This is an optimization exercise on Yosys and OpenROAD, whose aim is small area, a short achievable clock period and few clock cycles per item, not a production implementation. The RTL was checked by simulation tests, not by an equivalence proof against the original design. Power figures rest on the tool's default switching activity, not on a simulated workload.

$ cat flow/run.sh
#!/bin/bash
# synth_recipe.tcl (not shown) runs the flow's synth.tcl, then flattens the netlist and writes it again
# the make line also repeats each setting of config.mk as NAME=value (left out here)
make -C /OpenROAD-flow-scripts/flow DESIGN_CONFIG=/design/flow/config.mk WORK_HOME=/design/flow/orfs CLKGATE_MAP_FILE= SYNTH_SCRIPT=/design/flow/synth_recipe.tcl finish
$ cat flow/config.mk
export PLATFORM = sky130hd
export DESIGN_NAME = aspect_crop_nearest_scaler
export DESIGN_NICKNAME = aspect_crop_nearest_scaler
export VERILOG_FILES = /design/flow/design.v
export SDC_FILE = /design/flow/constraint.sdc
export NUM_CORES = 4
export LEC_CHECK = 0
export CAP_MARGIN = 20
export CORE_MARGIN = 2
export CORE_UTILIZATION = 40
export SLEW_MARGIN = 20
$ cat flow/constraint.sdc
create_clock -name core_clock -period 10.0 [get_ports {clock}]
set_input_delay 2.0000 -clock core_clock [delete_from_list [all_inputs] [get_ports {clock}]]
set_output_delay 2.0000 -clock core_clock [all_outputs]
set_load 0.01 [all_outputs]
$ cat flow/design.v
package acns_pkg;
   localparam int DIM_W     = 12;
   localparam int IDX_W     = 24;
   localparam int STAT_W    = 2;
   localparam int CSR_IDX_W = 3;
   localparam int MAX_DIM   = 4096;
   localparam int FRAC_BITS = 16;
   localparam int POS_W     = 30;
   localparam int PROD_W    = 2 * DIM_W;
   localparam int DVD_W     = PROD_W + FRAC_BITS;
   localparam int CNT_W     = $clog2(DVD_W);
   localparam int ORG_W     = DVD_W + 2;
   localparam int SUM_W     = POS_W + 2;
   localparam int RC_W      = (POS_W - FRAC_BITS + 1 > DIM_W + 1) ?
                              (POS_W - FRAC_BITS + 1) : (DIM_W + 1);
   localparam int HALF      = 1 << (FRAC_BITS - 1);
   localparam int POS_MAX   = (1 << (POS_W - 1)) - 1;
   localparam logic [SUM_W-1:0] POS_MAX_S = POS_MAX;
   localparam logic [CSR_IDX_W-1:0] REG_WINDOW_LEFT   = 3'd0;
   localparam logic [CSR_IDX_W-1:0] REG_WINDOW_TOP    = 3'd1;
   localparam logic [CSR_IDX_W-1:0] REG_WINDOW_RIGHT  = 3'd2;
   localparam logic [CSR_IDX_W-1:0] REG_WINDOW_BOTTOM = 3'd3;
   localparam logic [CSR_IDX_W-1:0] REG_TARGET_WIDTH  = 3'd4;
   localparam logic [CSR_IDX_W-1:0] REG_TARGET_HEIGHT = 3'd5;
   localparam logic [CSR_IDX_W-1:0] REG_SOURCE_WIDTH  = 3'd6;
   localparam logic [CSR_IDX_W-1:0] REG_SOURCE_HEIGHT = 3'd7;
   localparam logic [STAT_W-1:0] STATUS_OK      = 2'd0;
   localparam logic [STAT_W-1:0] STATUS_CLAMPED = 2'd1;
   localparam logic [STAT_W-1:0] STATUS_EMPTY   = 2'd2;
   typedef struct packed {
      logic             clamped;
      logic [DIM_W-1:0] coord;
   } rc_type;
   function automatic logic [DIM_W-1:0] eff_dim(input logic [DIM_W-1:0] v);
      if ({20'b0, v} > MAX_DIM) begin
         eff_dim = MAX_DIM[DIM_W-1:0];
      end else begin
         eff_dim = v;
      end
   endfunction
   function automatic logic [DIM_W-1:0] nonzero_dim(input logic [DIM_W-1:0] v);
      if (v == '0) begin
         nonzero_dim = {{(DIM_W-1){1'b0}}, 1'b1};
      end else begin
         nonzero_dim = v;
      end
   endfunction
   function automatic rc_type round_clamp(input logic [POS_W-1:0] pos,
                                          input logic [DIM_W-1:0] lim);
      logic signed [RC_W-1:0] ip;
      logic signed [RC_W-1:0] top;
      rc_type r;
      ip = {{(RC_W-(POS_W-FRAC_BITS)){pos[POS_W-1]}}, pos[POS_W-1:FRAC_BITS]};
      if (pos[FRAC_BITS-1:0] > HALF[FRAC_BITS-1:0]) begin
         ip = ip + 1;
      end
      top = $signed({{(RC_W-DIM_W){1'b0}}, lim}) - 1;
      r.clamped = 1'b0;
      r.coord   = ip[DIM_W-1:0];
      if (ip < 0) begin
         r.clamped = 1'b1;
         r.coord   = '0;
      end else if (ip > top) begin
         r.clamped = 1'b1;
         r.coord   = top[DIM_W-1:0];
      end
      round_clamp = r;
   endfunction
   function automatic logic [POS_W-1:0] sat_step(input logic [DVD_W-1:0] q);
      if (|q[DVD_W-1:POS_W]) begin
         sat_step = {1'b1, {(POS_W-1){1'b1}}};
      end else begin
         sat_step = q[POS_W-1:0];
      end
   endfunction
   function automatic logic [POS_W-1:0] sat_add(input logic [POS_W-1:0] pos,
                                                input logic [POS_W-1:0] step);
      logic signed [SUM_W-1:0] s;
      s = $signed({{2{pos[POS_W-1]}}, pos}) + $signed({2'b00, step});
      if (s > $signed(POS_MAX_S)) begin
         sat_add = POS_MAX[POS_W-1:0];
      end else begin
         sat_add = s[POS_W-1:0];
      end
   endfunction
   function automatic logic [POS_W-1:0] origin_pos(input logic [DIM_W:0]   sum,
                                                   input logic [DVD_W-1:0] ext);
      logic signed [ORG_W-1:0] diff;
      logic signed [ORG_W-1:0] half_v;
      logic signed [ORG_W-1:0] hi;
      logic signed [ORG_W-1:0] lo;
      hi     = $signed({{(ORG_W-POS_W+1){1'b0}}, {(POS_W-1){1'b1}}});
      lo     = -hi - 1;
      diff   = $signed({{(ORG_W-DIM_W-1-FRAC_BITS){1'b0}}, sum, {FRAC_BITS{1'b0}}})
               - $signed({{(ORG_W-DVD_W){1'b0}}, ext});
      half_v = diff >>> 1;
      if (half_v > hi) begin
         origin_pos = hi[POS_W-1:0];
      end else if (half_v < lo) begin
         origin_pos = lo[POS_W-1:0];
      end else begin
         origin_pos = half_v[POS_W-1:0];
      end
   endfunction
endpackage
module aspect_crop_nearest_scaler (
   input  logic                             clock,
   input  logic                             reset,
   input  logic                             req_valid,
   output logic                             req_ready,
   input  logic                             req_restart,
   output logic                             rsp_valid,
   input  logic                             rsp_ready,
   output logic [acns_pkg::DIM_W-1:0]       rsp_src_col,
   output logic [acns_pkg::DIM_W-1:0]       rsp_src_row,
   output logic [acns_pkg::DIM_W-1:0]       rsp_dst_col,
   output logic [acns_pkg::DIM_W-1:0]       rsp_dst_row,
   output logic [acns_pkg::IDX_W-1:0]       rsp_src_index,
   output logic [acns_pkg::IDX_W-1:0]       rsp_dst_index,
   output logic [acns_pkg::STAT_W-1:0]      rsp_status,
   output logic                             rsp_last,
   input  logic                             csr_wr_en,
   input  logic [acns_pkg::CSR_IDX_W-1:0]   csr_index,
   input  logic [acns_pkg::DIM_W-1:0]       csr_wdata
);
   localparam int DIM_W  = acns_pkg::DIM_W;
   localparam int IDX_W  = acns_pkg::IDX_W;
   localparam int STAT_W = acns_pkg::STAT_W;
   localparam int POS_W  = acns_pkg::POS_W;
   localparam int PROD_W = acns_pkg::PROD_W;
   localparam int DVD_W  = acns_pkg::DVD_W;
   localparam int CNT_W  = acns_pkg::CNT_W;
   localparam int FRAC   = acns_pkg::FRAC_BITS;
   localparam logic [CNT_W-1:0] CNT_LAST = DVD_W - 1;
   localparam logic [DIM_W-1:0] ONE_DIM  = 1;
   localparam logic [3:0] S_IDLE    = 4'd0;
   localparam logic [3:0] S_MUL_A   = 4'd1;
   localparam logic [3:0] S_MUL_B   = 4'd2;
   localparam logic [3:0] S_SEL     = 4'd3;
   localparam logic [3:0] S_DIV     = 4'd4;
   localparam logic [3:0] S_DIV_END = 4'd5;
   localparam logic [3:0] S_LDX     = 4'd6;
   localparam logic [3:0] S_LDY     = 4'd7;
   localparam logic [3:0] S_ORIG    = 4'd8;
   localparam logic [3:0] S_PIX0    = 4'd9;
   localparam logic [3:0] S_PIX1    = 4'd10;
   localparam logic [3:0] S_PIX2    = 4'd11;
   localparam logic [3:0] S_OUT     = 4'd12;
   localparam logic [1:0] PH_ASPECT = 2'd0;
   localparam logic [1:0] PH_X      = 2'd1;
   localparam logic [1:0] PH_Y      = 2'd2;
   logic [3:0]        state_ff, state_in;
   logic [1:0]        phase_ff, phase_in;
   logic [CNT_W-1:0]  cnt_ff, cnt_in;
   logic              frame_ready_ff, frame_ready_in;
   logic              rsp_valid_ff, rsp_valid_in;
   logic [DIM_W-1:0]  window_left_ff, window_left_in;
   logic [DIM_W-1:0]  window_top_ff, window_top_in;
   logic [DIM_W-1:0]  window_right_ff, window_right_in;
   logic [DIM_W-1:0]  window_bottom_ff, window_bottom_in;
   logic [DIM_W-1:0]  target_width_ff, target_width_in;
   logic [DIM_W-1:0]  target_height_ff, target_height_in;
   logic [DIM_W-1:0]  source_width_ff, source_width_in;
   logic [DIM_W-1:0]  source_height_ff, source_height_in;
   logic [PROD_W-1:0] prod_wth_ff, prod_wth_in;
   logic [PROD_W-1:0] prod_htw_ff, prod_htw_in;
   logic              wide_ff, wide_in;
   logic [DVD_W-1:0]  wf_ff, wf_in;
   logic [DVD_W-1:0]  hf_ff, hf_in;
   logic [DVD_W-1:0]  dvd_ff, dvd_in;
   logic [DIM_W-1:0]  dvs_ff, dvs_in;
   logic [DIM_W-1:0]  rem_ff, rem_in;
   logic [POS_W-1:0]  pos_x_ff, pos_x_in;
   logic [POS_W-1:0]  pos_y_ff, pos_y_in;
   logic [POS_W-1:0]  origin_x_ff, origin_x_in;
   logic [POS_W-1:0]  step_x_ff, step_x_in;
   logic [POS_W-1:0]  step_y_ff, step_y_in;
   logic [DIM_W-1:0]  col_count_ff, col_count_in;
   logic [DIM_W-1:0]  row_count_ff, row_count_in;
   logic [DIM_W-1:0]  res_src_col_ff, res_src_col_in;
   logic [DIM_W-1:0]  res_src_row_ff, res_src_row_in;
   logic [DIM_W-1:0]  res_dst_col_ff, res_dst_col_in;
   logic [DIM_W-1:0]  res_dst_row_ff, res_dst_row_in;
   logic [IDX_W-1:0]  res_src_index_ff, res_src_index_in;
   logic [IDX_W-1:0]  res_dst_index_ff, res_dst_index_in;
   logic [STAT_W-1:0] res_status_ff, res_status_in;
   logic              res_last_ff, res_last_in;
   logic [DIM_W-1:0]  rsp_src_col_ff, rsp_src_col_in;
   logic [DIM_W-1:0]  rsp_src_row_ff, rsp_src_row_in;
   logic [DIM_W-1:0]  rsp_dst_col_ff, rsp_dst_col_in;
   logic [DIM_W-1:0]  rsp_dst_row_ff, rsp_dst_row_in;
   logic [IDX_W-1:0]  rsp_src_index_ff, rsp_src_index_in;
   logic [IDX_W-1:0]  rsp_dst_index_ff, rsp_dst_index_in;
   logic [STAT_W-1:0] rsp_status_ff, rsp_status_in;
   logic              rsp_last_ff, rsp_last_in;
   logic [DIM_W-1:0]  tw, th, sw, sh, win_w, win_h;
   logic [DIM_W-1:0]  mul_a, mul_b;
   logic [PROD_W-1:0] prod;
   logic [DIM_W+1:0]  div_diff;
   logic              div_ge;
   logic [DIM_W:0]    col_next, row_next;
   logic              col_end, is_last;
   acns_pkg::rc_type  rc_x, rc_y;
   assign tw    = acns_pkg::eff_dim(target_width_ff);
   assign th    = acns_pkg::eff_dim(target_height_ff);
   assign sw    = acns_pkg::nonzero_dim(acns_pkg::eff_dim(source_width_ff));
   assign sh    = acns_pkg::nonzero_dim(acns_pkg::eff_dim(source_height_ff));
   assign win_w = (window_right_ff > window_left_ff) ? window_right_ff - window_left_ff : '0;
   assign win_h = (window_bottom_ff > window_top_ff) ? window_bottom_ff - window_top_ff : '0;
   always_comb begin
      unique case (state_ff)
         S_MUL_A: begin
            mul_a = win_w;
            mul_b = th;
         end
         S_MUL_B: begin
            mul_a = win_h;
            mul_b = tw;
         end
         S_PIX1: begin
            mul_a = res_src_row_ff;
            mul_b = sw;
         end
         S_PIX2: begin
            mul_a = row_count_ff;
            mul_b = tw;
         end
         default: begin
            mul_a = '0;
            mul_b = '0;
         end
      endcase
   end
   assign prod = mul_a * mul_b;
   assign div_diff = {1'b0, rem_ff, dvd_ff[DVD_W-1]} - {2'b00, dvs_ff};
   assign div_ge   = ~div_diff[DIM_W+1];
   assign col_next = {1'b0, col_count_ff} + 1'b1;
   assign row_next = {1'b0, row_count_ff} + 1'b1;
   assign col_end  = col_next >= {1'b0, tw};
   assign is_last  = col_end && (row_next >= {1'b0, th});
   assign rc_x     = acns_pkg::round_clamp(pos_x_ff, sw);
   assign rc_y     = acns_pkg::round_clamp(pos_y_ff, sh);
   assign req_ready = (state_ff == S_IDLE);
   always_comb begin
      state_in         = state_ff;
      phase_in         = phase_ff;
      cnt_in           = cnt_ff;
      frame_ready_in   = frame_ready_ff;
      rsp_valid_in     = rsp_valid_ff && !rsp_ready;
      window_left_in   = window_left_ff;
      window_top_in    = window_top_ff;
      window_right_in  = window_right_ff;
      window_bottom_in = window_bottom_ff;
      target_width_in  = target_width_ff;
      target_height_in = target_height_ff;
      source_width_in  = source_width_ff;
      source_height_in = source_height_ff;
      prod_wth_in      = prod_wth_ff;
      prod_htw_in      = prod_htw_ff;
      wide_in          = wide_ff;
      wf_in            = wf_ff;
      hf_in            = hf_ff;
      dvd_in           = dvd_ff;
      dvs_in           = dvs_ff;
      rem_in           = rem_ff;
      pos_x_in         = pos_x_ff;
      pos_y_in         = pos_y_ff;
      origin_x_in      = origin_x_ff;
      step_x_in        = step_x_ff;
      step_y_in        = step_y_ff;
      col_count_in     = col_count_ff;
      row_count_in     = row_count_ff;
      res_src_col_in   = res_src_col_ff;
      res_src_row_in   = res_src_row_ff;
      res_dst_col_in   = res_dst_col_ff;
      res_dst_row_in   = res_dst_row_ff;
      res_src_index_in = res_src_index_ff;
      res_dst_index_in = res_dst_index_ff;
      res_status_in    = res_status_ff;
      res_last_in      = res_last_ff;
      rsp_src_col_in   = rsp_src_col_ff;
      rsp_src_row_in   = rsp_src_row_ff;
      rsp_dst_col_in   = rsp_dst_col_ff;
      rsp_dst_row_in   = rsp_dst_row_ff;
      rsp_src_index_in = rsp_src_index_ff;
      rsp_dst_index_in = rsp_dst_index_ff;
      rsp_status_in    = rsp_status_ff;
      rsp_last_in      = rsp_last_ff;
      if (csr_wr_en) begin
         unique case (csr_index)
            acns_pkg::REG_WINDOW_LEFT:   window_left_in   = csr_wdata;
            acns_pkg::REG_WINDOW_TOP:    window_top_in    = csr_wdata;
            acns_pkg::REG_WINDOW_RIGHT:  window_right_in  = csr_wdata;
            acns_pkg::REG_WINDOW_BOTTOM: window_bottom_in = csr_wdata;
            acns_pkg::REG_TARGET_WIDTH:  target_width_in  = csr_wdata;
            acns_pkg::REG_TARGET_HEIGHT: target_height_in = csr_wdata;
            acns_pkg::REG_SOURCE_WIDTH:  source_width_in  = csr_wdata;
            acns_pkg::REG_SOURCE_HEIGHT: source_height_in = csr_wdata;
         endcase
      end
      unique case (state_ff)
         S_IDLE: begin
            if (req_valid) begin
               if (req_restart && tw != '0 && th != '0) begin
                  state_in = S_MUL_A;
               end else begin
                  state_in = S_PIX0;
               end
            end
         end
         S_MUL_A: begin
            prod_wth_in = prod;
            state_in    = S_MUL_B;
         end
         S_MUL_B: begin
            prod_htw_in = prod;
            state_in    = S_SEL;
         end
         S_SEL: begin
            wide_in  = prod_wth_ff > prod_htw_ff;
            rem_in   = '0;
            cnt_in   = '0;
            phase_in = PH_ASPECT;
            if (prod_wth_ff > prod_htw_ff) begin
               wf_in  = {{(DVD_W-DIM_W-FRAC){1'b0}}, win_w, {FRAC{1'b0}}};
               dvd_in = {prod_wth_ff, {FRAC{1'b0}}};
               dvs_in = tw;
            end else begin
               hf_in  = {{(DVD_W-DIM_W-FRAC){1'b0}}, win_h, {FRAC{1'b0}}};
               dvd_in = {prod_htw_ff, {FRAC{1'b0}}};
               dvs_in = th;
            end
            state_in = S_DIV;
         end
         S_DIV: begin
            dvd_in = {dvd_ff[DVD_W-2:0], div_ge};
            rem_in = div_ge ? div_diff[DIM_W-1:0] : {rem_ff[DIM_W-2:0], dvd_ff[DVD_W-1]};
            cnt_in = cnt_ff + 1'b1;
            if (cnt_ff == CNT_LAST) begin
               state_in = S_DIV_END;
            end
         end
         S_DIV_END: begin
            unique case (phase_ff)
               PH_ASPECT: begin
                  if (wide_ff) begin
                     hf_in = dvd_ff;
                  end else begin
                     wf_in = dvd_ff;
                  end
                  state_in = S_LDX;
               end
               PH_X: begin
                  step_x_in = acns_pkg::sat_step(dvd_ff);
                  state_in  = S_LDY;
               end
               PH_Y: begin
                  step_y_in = acns_pkg::sat_step(dvd_ff);
                  state_in  = S_ORIG;
               end
               default: begin
                  state_in = S_IDLE;
               end
            endcase
         end
         S_LDX: begin
            if (tw > ONE_DIM) begin
               dvd_in   = wf_ff;
               dvs_in   = tw - 1'b1;
               rem_in   = '0;
               cnt_in   = '0;
               phase_in = PH_X;
               state_in = S_DIV;
            end else begin
               step_x_in = '0;
               state_in  = S_LDY;
            end
         end
         S_LDY: begin
            if (th > ONE_DIM) begin
               dvd_in   = hf_ff;
               dvs_in   = th - 1'b1;
               rem_in   = '0;
               cnt_in   = '0;
               phase_in = PH_Y;
               state_in = S_DIV;
            end else begin
               step_y_in = '0;
               state_in  = S_ORIG;
            end
         end
         S_ORIG: begin
            origin_x_in    = acns_pkg::origin_pos({1'b0, window_left_ff}
                                                  + {1'b0, window_right_ff}, wf_ff);
            pos_x_in       = origin_x_in;
            pos_y_in       = acns_pkg::origin_pos({1'b0, window_top_ff}
                                                  + {1'b0, window_bottom_ff}, hf_ff);
            col_count_in   = '0;
            row_count_in   = '0;
            frame_ready_in = 1'b1;
            state_in       = S_PIX0;
         end
         S_PIX0: begin
            if (!frame_ready_ff || tw == '0 || th == '0) begin
               frame_ready_in   = 1'b0;
               res_src_col_in   = '0;
               res_src_row_in   = '0;
               res_dst_col_in   = '0;
               res_dst_row_in   = '0;
               res_src_index_in = '0;
               res_dst_index_in = '0;
               res_status_in    = acns_pkg::STATUS_EMPTY;
               res_last_in      = 1'b0;
               state_in         = S_OUT;
            end else begin
               res_src_col_in = rc_x.coord;
               res_src_row_in = rc_y.coord;
               res_status_in  = (rc_x.clamped || rc_y.clamped) ?
                                acns_pkg::STATUS_CLAMPED : acns_pkg::STATUS_OK;
               state_in       = S_PIX1;
            end
         end
         S_PIX1: begin
            res_src_index_in = prod + {{(IDX_W-DIM_W){1'b0}}, res_src_col_ff};
            state_in         = S_PIX2;
         end
         S_PIX2: begin
            res_dst_index_in = prod + {{(IDX_W-DIM_W){1'b0}}, col_count_ff};
            res_dst_col_in   = col_count_ff;
            res_dst_row_in   = row_count_ff;
            res_last_in      = is_last;
            if (is_last) begin
               frame_ready_in = 1'b0;
            end else if (col_end) begin
               col_count_in = '0;
               row_count_in = row_next[DIM_W-1:0];
               pos_x_in     = origin_x_ff;
               pos_y_in     = acns_pkg::sat_add(pos_y_ff, step_y_ff);
            end else begin
               col_count_in = col_next[DIM_W-1:0];
               pos_x_in     = acns_pkg::sat_add(pos_x_ff, step_x_ff);
            end
            state_in = S_OUT;
         end
         S_OUT: begin
            if (!rsp_valid_ff || rsp_ready) begin
               rsp_valid_in     = 1'b1;
               rsp_src_col_in   = res_src_col_ff;
               rsp_src_row_in   = res_src_row_ff;
               rsp_dst_col_in   = res_dst_col_ff;
               rsp_dst_row_in   = res_dst_row_ff;
               rsp_src_index_in = res_src_index_ff;
               rsp_dst_index_in = res_dst_index_ff;
               rsp_status_in    = res_status_ff;
               rsp_last_in      = res_last_ff;
               state_in         = S_IDLE;
            end
         end
         default: begin
            state_in = S_IDLE;
         end
      endcase
   end
   always_ff @(posedge clock) begin
      if (reset) begin
         state_ff         <= S_IDLE;
         phase_ff         <= PH_ASPECT;
         cnt_ff           <= '0;
         frame_ready_ff   <= 1'b0;
         rsp_valid_ff     <= 1'b0;
         window_left_ff   <= '0;
         window_top_ff    <= '0;
         window_right_ff  <= '0;
         window_bottom_ff <= '0;
         target_width_ff  <= '0;
         target_height_ff <= '0;
         source_width_ff  <= ONE_DIM;
         source_height_ff <= ONE_DIM;
      end else begin
         state_ff         <= state_in;
         phase_ff         <= phase_in;
         cnt_ff           <= cnt_in;
         frame_ready_ff   <= frame_ready_in;
         rsp_valid_ff     <= rsp_valid_in;
         window_left_ff   <= window_left_in;
         window_top_ff    <= window_top_in;
         window_right_ff  <= window_right_in;
         window_bottom_ff <= window_bottom_in;
         target_width_ff  <= target_width_in;
         target_height_ff <= target_height_in;
         source_width_ff  <= source_width_in;
         source_height_ff <= source_height_in;
      end
   end
   always_ff @(posedge clock) begin
      prod_wth_ff      <= prod_wth_in;
      prod_htw_ff      <= prod_htw_in;
      wide_ff          <= wide_in;
      wf_ff            <= wf_in;
      hf_ff            <= hf_in;
      dvd_ff           <= dvd_in;
      dvs_ff           <= dvs_in;
      rem_ff           <= rem_in;
      pos_x_ff         <= pos_x_in;
      pos_y_ff         <= pos_y_in;
      origin_x_ff      <= origin_x_in;
      step_x_ff        <= step_x_in;
      step_y_ff        <= step_y_in;
      col_count_ff     <= col_count_in;
      row_count_ff     <= row_count_in;
      res_src_col_ff   <= res_src_col_in;
      res_src_row_ff   <= res_src_row_in;
      res_dst_col_ff   <= res_dst_col_in;
      res_dst_row_ff   <= res_dst_row_in;
      res_src_index_ff <= res_src_index_in;
      res_dst_index_ff <= res_dst_index_in;
      res_status_ff    <= res_status_in;
      res_last_ff      <= res_last_in;
      rsp_src_col_ff   <= rsp_src_col_in;
      rsp_src_row_ff   <= rsp_src_row_in;
      rsp_dst_col_ff   <= rsp_dst_col_in;
      rsp_dst_row_ff   <= rsp_dst_row_in;
      rsp_src_index_ff <= rsp_src_index_in;
      rsp_dst_index_ff <= rsp_dst_index_in;
      rsp_status_ff    <= rsp_status_in;
      rsp_last_ff      <= rsp_last_in;
   end
   assign rsp_valid     = rsp_valid_ff;
   assign rsp_src_col   = rsp_src_col_ff;
   assign rsp_src_row   = rsp_src_row_ff;
   assign rsp_dst_col   = rsp_dst_col_ff;
   assign rsp_dst_row   = rsp_dst_row_ff;
   assign rsp_src_index = rsp_src_index_ff;
   assign rsp_dst_index = rsp_dst_index_ff;
   assign rsp_status    = rsp_status_ff;
   assign rsp_last      = rsp_last_ff;
endmodule
==> run notes <==
Final ANT Viol Nets = 0
status = complete, no violations
# fillers = 10590
commonest cells in the netlist = edfxtp_1, nand2_1, nor2_1
Final period util = 0.9378
DP Wirelength = 105300 um
CTS tree = done
gr usage total = 0.2404
crit end category = flop
RSZ-0062 raised after global routing = false
total placed instance area = 47100 um2
setup TNS = 0 ns
H-tree depth = 3
synth warn = 1
Critical Path RT = 10.35 ns
largest net degree at the start of global routing = 80
final clock skew = 0.03578 ns
Yosys reg bits = 675
via count = 34780
Slew @ Worst Pin = 1.144 ns
Post-synth EDFFs = 565
via/cell ratio = 5.700
Fmax achieved = 0.1066 GHz
CORE AREA = 110200 um2
chip width = 336.6 um
Synth cell types = 96
Setup CP Type = flop to flop
final setup violation count = 0
Clock Tree Root = clkbuf_16
Initial Utilization = 0.4014
ys flop type = edfxtp_1
most common cell in the netlist = edfxtp_1
Post-Route WL = 137900 um
post-synthesis sequential area ratio = 0.4333
Power Density = 185.2 nW/um2
first-pass GRT wire length = 206900 um
routability cong. = 0.9385
most numerous cell on the critical path = fa_1
Synth top area share = 0.3835
DRC viols = 0
CTS clk-pin slew, worst paths = 0.06 ns
crit-path max FO = 9
DRT iter0 DRCs = 3449
Area contributors post-synth = edfxtp_1, ha_1, dfxtp_1, fa_1, nand2_1
CP max-delay cell = fa_1
HP Class = flop to flop
CTS buffer count = 79
critical path launch point type = flop
Finished Cell Area = 49860 um2
clk sinks = 675
post-layout net count = 5005
fin crit period = 9.378 ns
synthesized cell area = 44240 um2
Slew Viols, Final = 0
area grow syn2layout = 12.69%
initial antenna violation count = 4
die area = 113300 um2
Worst EP arrival = 9.73 ns
Ports = 122
Min Hold Slack = 0.4187 ns
post-synth top area cell = edfxtp_1
pre-CTS worst setup slack = 0.3519 ns
ys async rst share = 0
die height = 336.6 um
DRT Pass-1 Iters = 9
final worst slack = 0.6216 ns
Max Cap Viol = 0
share of cells above drive strength 1 = 0.06155
vias in the first global route = 33080
slew margin rel. = 0.2300
Worst VDD drop = 117.2 uV
GRT Residual Overflow = 0
antenna cell count = 0
Avg Cell Area, Syn = 9.871 um2
CTS Buffer Depth = 3
Synth Instances = 4482
# Post-CTS Setup Buffers = 0
Final Hold Vio Count = 0
leakage = 19.64 nW
post-DR wirelength/cell = 22.60 um
worst-skew pair later-pin latency = 0.66 ns
Port-buffer cells = 121
Max stage delay on crit path = 0.54 ns
Mapped Nets = 4937
Row Count = 122
[cell families (layout without fill, tap and decap cells)]
kind of cell / count (synthesis) / in the layout / share of synthesized area
and+or+nand+nor: 1504 / 1504 / 0.1602
xor gates and xnor gates: 279 / 279 / 0.05523
buffers and inverters: 525 / 657 / 0.04627
DFF: 675 / 675 / 0.4333
adders and majority gates: 434 / 434 / 0.1412
AOI/OAI and AO/OA: 1019 / 1019 / 0.1533
muxes: 46 / 46 / 0.01049
[sequential cells by signal (all words and copies together) (netlist names), 30 cells and up]
| name | flops |
|---|---|
| step_x_ff | 30 |
| origin_x_ff | 30 |
| hf_ff | 40 |
| pos_y_ff | 30 |
| dvd_ff | 40 |
| wf_ff | 40 |
| step_y_ff | 30 |
| pos_x_ff | 30 |
[repair_timing]
item,4_1_cts,5_1_grt
hold endpoints to repair,0,0
setup endpoints to repair,0,8
hold buffers,0,0
gates resized for setup,0,2
[placed cells by master (no fill, tap or decap), drive strengths merged, types with 15 or more instances in the layout]
cell and count:
o221ai 33, nand2b 44, a222oi 24, a221oi 19
inv 334, nand4 48, a211oi 36, and2 83
or2 23, o21a 45, a31oi 24, or3 20
nand2 540, fa 109, o211ai 19, clkbuf 89
xnor2 163, clkdlybuf4s50 120, a22oi 69, xor2 116
ha 325, o21ai 209, nor4 32, clkinv 32
mux2i 43, a21o 80, nor3 84, a21boi 15
buf 60, edfxtp 565, and3 91, nor2 356
o21bai 32, dfxtp 110, nand3 91, a21oi 292
o31ai 18, nor2b 37
[report_power, final]
part	internal (W)	switching (W)
Clock	0.00185	0.00123
Combinational	0.000772	0.00151
Sequential	0.00355	0.000319
Total	0.00617	0.00306
[metrics by stage]
| step | utilization | total power, W | cells |
|---|---|---|---|
| after global routing | 0.4524 | 0.009623 | 6102 |
| after floorplan | - | 0.005316 | 4482 |
| after CTS | 0.4521 | 0.009255 | 6101 |
| after global placement | 0.4273 | 0.006147 | 5956 |
| final | 0.4524 | 0.009235 | 6102 |
| after detailed placement | 0.4273 | 0.006166 | 5956 |
[worst paths after layout]
kind                        startpoint                    to  slack [ns]  depth (start not counted)
setup / recovery      window_top_ff[1]  res_src_index_ff[23]        0.62                         31
hold / removal    res_src_index_ff[13]  rsp_src_index_ff[13]        0.42                          0
setup reg to reg      window_top_ff[1]  res_src_index_ff[23]        0.62                         31
hold reg to reg   res_src_index_ff[13]  rsp_src_index_ff[13]        0.42                          0
[worst max-delay path, delay by kind of cell (launching register included)]
kind                     cells  cell delay, ns
AO/OA/AOI/OAI               11            2.58
XOR/XNOR                     1            0.17
adder cells (fa/ha/maj)      7            3.46
buffers and inverters        4            0.34
flip-flops                   1            0.41
AND/OR/NAND/NOR              8            2.10
[layout make-up]
cell class,instances,area (um2),area share
clock buffer,88,2053,0.04118
clock inverter,57,679.4,0.01363
inverter,331,1242,0.02492
multi-input combinational,3282,23200,0.4652
sequential,675,19170,0.3845
tap,1488,1862,0.03734
timing repair buffer,181,1657,0.03323
[per-layer routing]
metal / vias up / share of wire / GRT usage
met3: 191 / 0.074 / 0.03140
met1: 17030 / 0.45 / 0.3487
met4: 0 / 0.035 / 0.08558
met5: - / 0 / 0
li1: 16250 / - / -
met2: 1311 / 0.44 / 0.3673
Testbench counts, summed over its fixed seeds: cycles 300,427, items 54,757.

-- separate check: timing with driven ports --
Ports are ideal in the flow. The routed layout listed here was re-timed in OpenROAD. Step 1 sets driving cells, clkbuf_16 on the clock port and buf_2 on the other inputs (assumed; they add their load-dependent delay and slew). Step 2 also shifts input and output timing later by t, the mid clock arrival at the registers, as if the neighbouring blocks saw the same clock. Slacks: ideal ports / drivers / drivers and shift; pairs: ideal ports / drivers.
shift t [ns]: 0.713
slack for setup (ns): 0.622 / 0.622 / 0.622
hold WS [ns]: 0.419 / 0.419 / 0.419
latest minus earliest clock arrival (ns): 0.038 / 0.038
worst register clock-pin slew, ns: 0.07 / 0.07
After both steps this run still meets setup and hold. For this run, drivers alone change the setup slack by 0.000 ns; drivers and shift together by 0.000 ns.
